What follows belongs to an exercise in optimizing a design on an open flow for small area, a short achievable clock period and few clock cycles per item; a production flow would make more cautious choices. Where RTL was checked, it was by simulation tests only, not by an equivalence proof against the original.

== job 101 ==
Design peTop, start of the top module:
module peTop (
	input wire clk,
	input wire rstN,
	input wire cmdValid,
	input wire [2:0] cmdOp,
	input wire [16-1:0] cmdData,
	output logic cmdReady,
	output logic outValid,
	output logic [16-1:0] outData,
	input wire outReady
);
Size: ~690 flip-flops, roughly 41 I/O pins, ~34000 um2 of cells after synthesis.
export LEC_CHECK = 0
export CAP_MARGIN = 20
export CORE_MARGIN = 2
export CORE_UTILIZATION = 40
export CTS_CLUSTER_DIAMETER = 80
export CTS_CLUSTER_SIZE = 25
export SLEW_MARGIN = 20
export SYNTH_HIERARCHICAL = 1
create_clock -name core_clock -period 9.0 [get_ports {clk}]
standard.sh (not shown) runs the stock make flow with config.mk's settings and CLKGATE_MAP_FILE= SYNTH_SCRIPT=/design/flow/synth_recipe.tcl, a recipe that flattens the netlist after the stock synthesis.
==> flow/flow/run.sh <==
#!/bin/bash
set -euo pipefail
MARGIN=$(cat flow/margin.txt)
bash standard.sh synth > synth.log 2>&1
bash standard.sh SETUP_SLACK_MARGIN="$MARGIN" finish > layout.log 2>&1
==> flow/flow/margin.txt <==
5.8
## Diff of input files: job 102 against job 101
--- a/flow/design.v
+++ b/flow/design.v
@@ -68,16 +68,17 @@
 	logic [31:0] row2;
 	logic [31:0] accS;
 	logic [31:0] accC;
 	logic accZ;
 	logic outVal;
 	logic outValidQ;
 	assign outValid = outValidQ;
-	logic [15:0] outQ;
-	assign outData = outQ;
+	logic [7:0] outLo;
+	logic outHi;
+	assign outData = {{8{outHi}}, outLo};
 	logic busy;
 	logic [3:0] cnt;
 	logic dNeg;
 	logic dClr;
 	logic [15:0] rem;
 	logic [15:0] dvs;
 	logic [7:0] quo;
@@ -778,17 +779,15 @@
 	wire qBit = !trial[17];
 	wire [7:0] quoStep = {quo[6:0], qBit};
 	wire [7:0] quoNeg = -quo;
 	wire [6:0] negQ = -quo[6:0];
 	wire [7:0] yLoWait = dNeg ? quoNeg : quo;
 	wire [7:0] yLoStep = !dNeg ? quoStep : (qBit ? {~quo[6:0], 1'b1} : {negQ, 1'b0});
 	wire [7:0] yLo = waitOut ? yLoWait : yLoStep;
-	wire [15:0] yWait = dNeg ? -{8'd0, quo} : {8'd0, quo};
-	wire [15:0] yStep = dNeg ? -{8'd0, quoStep} : {8'd0, quoStep};
-	wire [7:0] yHi = waitOut ? yWait[15:8] : yStep[15:8];
+	wire yHi = dNeg && (waitOut ? (|quo) : ((|quo[6:0]) || qBit));
 	always_ff @(posedge clk)
 	begin
 		if (act3)
 			capClr <= clr3;
 		if (capNow)
 			rem <= acc[15:0];
 		else if (cnt == 4'd0)
@@ -814,15 +813,16 @@
 		if (rDone)
 		begin
 			rQ <= quoStep;
 			rNeg <= dNeg;
 		end
 		if (divFinish)
 		begin
-			outQ <= {yHi, yLo};
+			outLo <= yLo;
+			outHi <= yHi;
 		end
 	end
 	always_ff @(posedge clk or negedge rstN)
 	begin
 		if (!rstN)
 		begin
 			busy <= 1'b0;
## What came out
The vertical extent of the die was comparable across job 101 and job 102.
met2 usage was lower in the run labelled job 102.
Compared with job 101, via count of the first global-routing pass in job 102 increased slightly.
Job 101 → job 102: period utilization +1.8 points; fraction of standard cell area in multi-input logic saw little to no change; portion of the layout cell area used by clock cells held.
Job 102 against job 101: hold slack shows an increase of 0.014 ns, total iterations of the first detailed-routing run shows an increase of 1.
Post-route core utilization: job 101 vs job 102, no meaningful difference
Job 102 vs. job 101: met3 capacity usage during global routing went up by 0.28 points.
Per the comparison of job 102 with job 101, clock-buffer cell count shows a reduction of about 5.4%, clock period minus final worst setup slack shows an increase of 0.16 ns.
Function was not checked in any run of this note: the RTL went through the layout flow alone.


Another version of the RTL of peTop (not shown whole).
For scale: roughly 2400 cells after synthesis, ~670 flip-flops, roughly 41 I/O pins, ~34000 um2 of cells after synthesis.
clock: 9.0 ns
lec_check: 0
cap_margin: 20
core_margin: 2
core_utilization: 40
slew_margin: 20
run.sh (not shown) runs the stock make flow with config.mk's settings and CLKGATE_MAP_FILE= SYNTH_SCRIPT=/design/flow/synth_recipe.tcl, a recipe that flattens the netlist after the stock synthesis.
Stock flow here: none of the scripts above is used.
Testbench counts at the start, summed over its fixed seeds: cycles 7,706, results 384.
Next try:
--- a/flow/design.v
+++ b/flow/design.v
@@ -556,18 +556,21 @@
 	logic [7:0] bNeg2;
 	logic [7:0] bOne2;
 	logic [7:0] bTwo2;
 	logic act3;
 	logic clr3;
 	logic [31:0] row0;
 	logic [31:0] row1;
 	logic [31:0] accS;
 	logic [31:0] accC;
+	logic outVal;
+	logic outValidQ;
+	assign outValid = outValidQ;
 	logic busy;
 	logic [3:0] cnt;
 	logic dNeg;
 	logic dClr;
 	logic [15:0] rem;
 	logic [15:0] dvs;
 	logic [7:0] quo;
 	wire go1 = v1 && !stall;
 	wire isMA1 = (op1 == MA);
@@ -610,22 +613,22 @@
 	wire bFull = bCnt[3];
 	wire bPush = go1 && (isMA1 || isMAB1) && !bFull;
 	wire bPop = go1 && isMAB1 && !bEmpty;
 	wire bFlush = go1 && isCLR1;
 	always_ff @(posedge clk)
 	begin
 		if (bPush)
 			bmem[bWr] <= d1;
 	end
-	wire outFree = !outValid || outReady;
-	wire lastStep = busy && (cnt == 4'd8);
-	wire waitOut = busy && (cnt == 4'd9);
-	wire divFinish = (lastStep || waitOut) && outFree;
+	wire outFree = !outVal || outReady;
+	wire lastStep = busy && (cnt == 4'd9);
+	wire waitOut = busy && (cnt == 4'd10);
+	wire divFinish = waitOut && outFree;
 	logic busyN;
 	logic [3:0] cntN;
 	always_comb
 	begin
 		busyN = busy;
 		cntN = cnt;
 		if (act3)
 		begin
 			busyN = 1'b1;
@@ -633,47 +636,50 @@
 		end
 		else if (busy)
 		begin
 			if (divFinish)
 				busyN = 1'b0;
 			if (!waitOut)
 				cntN = cnt + 4'd1;
 		end
 	end
-	wire outValidN = divFinish || (outValid && !outReady);
+	wire outValidN = divFinish || (outVal && !outReady);
 	wire rDone = lastStep && dClr;
 	wire headIsRN = bFlush ? 1'b1 : (bPop ? 1'b0 : headIsR);
 	wire rValidN = bFlush ? 1'b0 : (rDone ? 1'b1 : rValid);
 	wire act2N = go1 && isAct1;
-	wire actOkN = !act2N && !act2 && (!busyN || (((cntN == 4'd7) || (cntN == 4'd8)) && !outValidN));
+	wire actOkN = !act2N && !act2 && (!busyN || (((cntN == 4'd9) || (cntN == 4'd10)) && !outValidN));
 	wire pendRN = headIsRN && !rValidN;
 	wire acceptNow = cmdValid && !stall;
 	wire v1N = stall ? v1 : acceptNow;
 	wire [2:0] op1N = stall ? op1 : cmdOp;
 	wire stallN = v1N && (
 		(((op1N == ACT) || (op1N == ACTCLR)) && !actOkN) ||
 		(((op1N == MAB) || (op1N == ACTCLR)) && pendRN));
-	assign cmdReady = !stall;
+	logic rdyQ;
+	assign cmdReady = rdyQ;
 	always_ff @(posedge clk or negedge rstN)
 	begin
 		if (!rstN)
 		begin
 			stall <= 1'b0;
+			rdyQ <= 1'b1;
 			v1 <= 1'b0;
 			bRd <= '0;
 			bWr <= '0;
 			bCnt <= '0;
 			headIsR <= 1'b0;
 			rValid <= 1'b0;
 		end
 		else
 		begin
 			stall <= stallN;
+			rdyQ <= !stallN;
 			v1 <= v1N;
 			headIsR <= headIsRN;
 			rValid <= rValidN;
 			if (bFlush)
 			begin
 				bRd <= bWr;
 				bWr <= bWr + 3'd1;
 				bCnt <= 4'd1;
 			end
@@ -750,36 +756,39 @@
 			clr2 <= isCLR1;
 			act3 <= act2;
 			clr3 <= clr2;
 			a2 <= opA;
 			accS <= act3 ? 32'd0 : accSNext;
 			accC <= act3 ? 32'd0 : accCNext;
 		end
 	end
 	wire [31:0] acc = accS + accC;
-	wire ovf = !((&acc[31:23]) || !(|acc[31:23]));
-	wire [15:0] xSat = ovf ? (acc[31] ? 16'h8000 : 16'h7fff) : acc[23:8];
+	wire ovf = !((&dvs[15:7]) || !(|dvs[15:7]));
+	wire [15:0] xSat = ovf ? (dvs[15] ? 16'h8000 : 16'h7fff) : {dvs[7:0], rem[15:8]};
 	wire [15:0] mag = dNeg ? -rem : rem;
 	wire [17:0] trial = {1'b0, rem, 1'b0} - {2'b0, dvs};
 	wire qBit = !trial[17];
 	wire [7:0] quoStep = {quo[6:0], qBit};
-	wire [7:0] quoFin = waitOut ? quo : quoStep;
-	wire [15:0] yFin = dNeg ? -{8'd0, quoFin} : {8'd0, quoFin};
+	wire [15:0] yFin = dNeg ? -{8'd0, quo} : {8'd0, quo};
 	always_ff @(posedge clk)
 	begin
 		if (act3)
 		begin
-			rem <= xSat;
-			dNeg <= xSat[15];
+			{dvs, rem} <= acc;
 			dClr <= clr3;
 		end
 		else if (busy && (cnt == 4'd0))
 		begin
+			rem <= xSat;
+			dNeg <= xSat[15];
+		end
+		else if (busy && (cnt == 4'd1))
+		begin
 			rem <= mag;
 			dvs <= mag + 16'd256;
 		end
 		else if (busy && !waitOut)
 		begin
 			rem <= qBit ? trial[15:0] : {rem[14:0], 1'b0};
 			quo <= quoStep;
 		end
 		if (rDone)
@@ -790,20 +799,22 @@
 		if (divFinish)
 			outData <= yFin;
 	end
 	always_ff @(posedge clk or negedge rstN)
 	begin
 		if (!rstN)
 		begin
 			busy <= 1'b0;
 			cnt <= '0;
-			outValid <= 1'b0;
+			outVal <= 1'b0;
+			outValidQ <= 1'b0;
 		end
 		else
 		begin
 			busy <= busyN;
 			cnt <= cntN;
-			outValid <= outValidN;
+			outVal <= outValidN;
+			outValidQ <= outValidN;
 		end
 	end
 endmodule
 `default_nettype wire
The changed run passed the timing, DRC and antenna checks.
Final cell count hardly moves.
Clock skew rose by 0.0082 ns.
Wire length went down slightly.
Area after synthesis barely changes.
Design area hardly moves.
Worst setup slack is better by 0.31 ns.
Function not checked in the second run of this note: the RTL went through the layout flow alone.


Another version of the RTL of peTop (not shown whole).
clock: 9.0 ns
lec_check: 0
cap_margin: 20
core_margin: 2
core_utilization: 40
cts_cluster_diameter: 80
cts_cluster_size: 25
slew_margin: 20
synth_hierarchical: 1
standard.sh (not shown) runs the stock make flow with config.mk's settings and CLKGATE_MAP_FILE= SYNTH_SCRIPT=/design/flow/synth_recipe.tcl, a recipe that flattens the netlist after the stock synthesis.
==> flow/flow/margin.txt <==
6.0
Scripts as last shown in full above: flow/flow/run.sh
Testbench counts at the start, summed over its fixed seeds: cycles 7,701, results 384.
Change:
--- a/flow/design.v
+++ b/flow/design.v
@@ -192,15 +192,15 @@
 	logic rdyQ;
 	assign cmdReady = rdyQ;
 	always_ff @(posedge clk or negedge rstN)
 	begin
 		if (!rstN)
 		begin
 			stall <= 1'b0;
-			rdyQ <= 1'b0;
+			rdyQ <= 1'b1;
 			v1 <= 1'b0;
 			bRd <= '0;
 			bWr <= '0;
 			bCnt <= '0;
 			headIsR <= 1'b0;
 			rValid <= 1'b0;
 		end
What happened:
- area after synthesis barely changes
- sequential share of layout area stays flat
- maximum frequency falls by a few percent
- wire length falls slightly
Testbench counts after the change, summed over its fixed seeds: cycles 7,701, results 384.

==> afterwards: timing with drivers on the ports <==
In the flow no input, the clock included, has a driving cell. The finished layouts below were timed again as built, in two steps. Step 1, drivers: a clkbuf_16 drives clk and a buf_2 each remaining input, both assumed. Step 2 moves the port delays by t, midway between the first and last clock arrival at a register: inputs arrive t later, outputs are due t later. That takes back most of the time a late clock gives input paths. Three values: no drivers, after step 1, after step 2; two values: the first two.
run | t (ns) | setup WS [ns] | cell pins on the clock port's net
job 101 | 0.655 | 5.854 / 5.809 / 5.547 | 1
job 102 | 0.645 | 5.693 / 5.632 / 5.445 | 1
the first run of note 2 | 0.676 | 5.078 / 5.033 / 5.078 | 1
the second run of note 2 | 0.699 | 5.392 / 5.392 / 4.881 | 1
the first run of note 3 | 0.659 | 6.044 / 5.984 / 5.503 | 1
the second run of note 3 | 0.656 | 5.947 / 5.885 / 5.519 | 1
After both steps setup and hold are still met in every run listed. The setup slack of the first run of note 3, which loses most, moves by -0.060 ns with the drivers and by -0.541 ns with both steps.
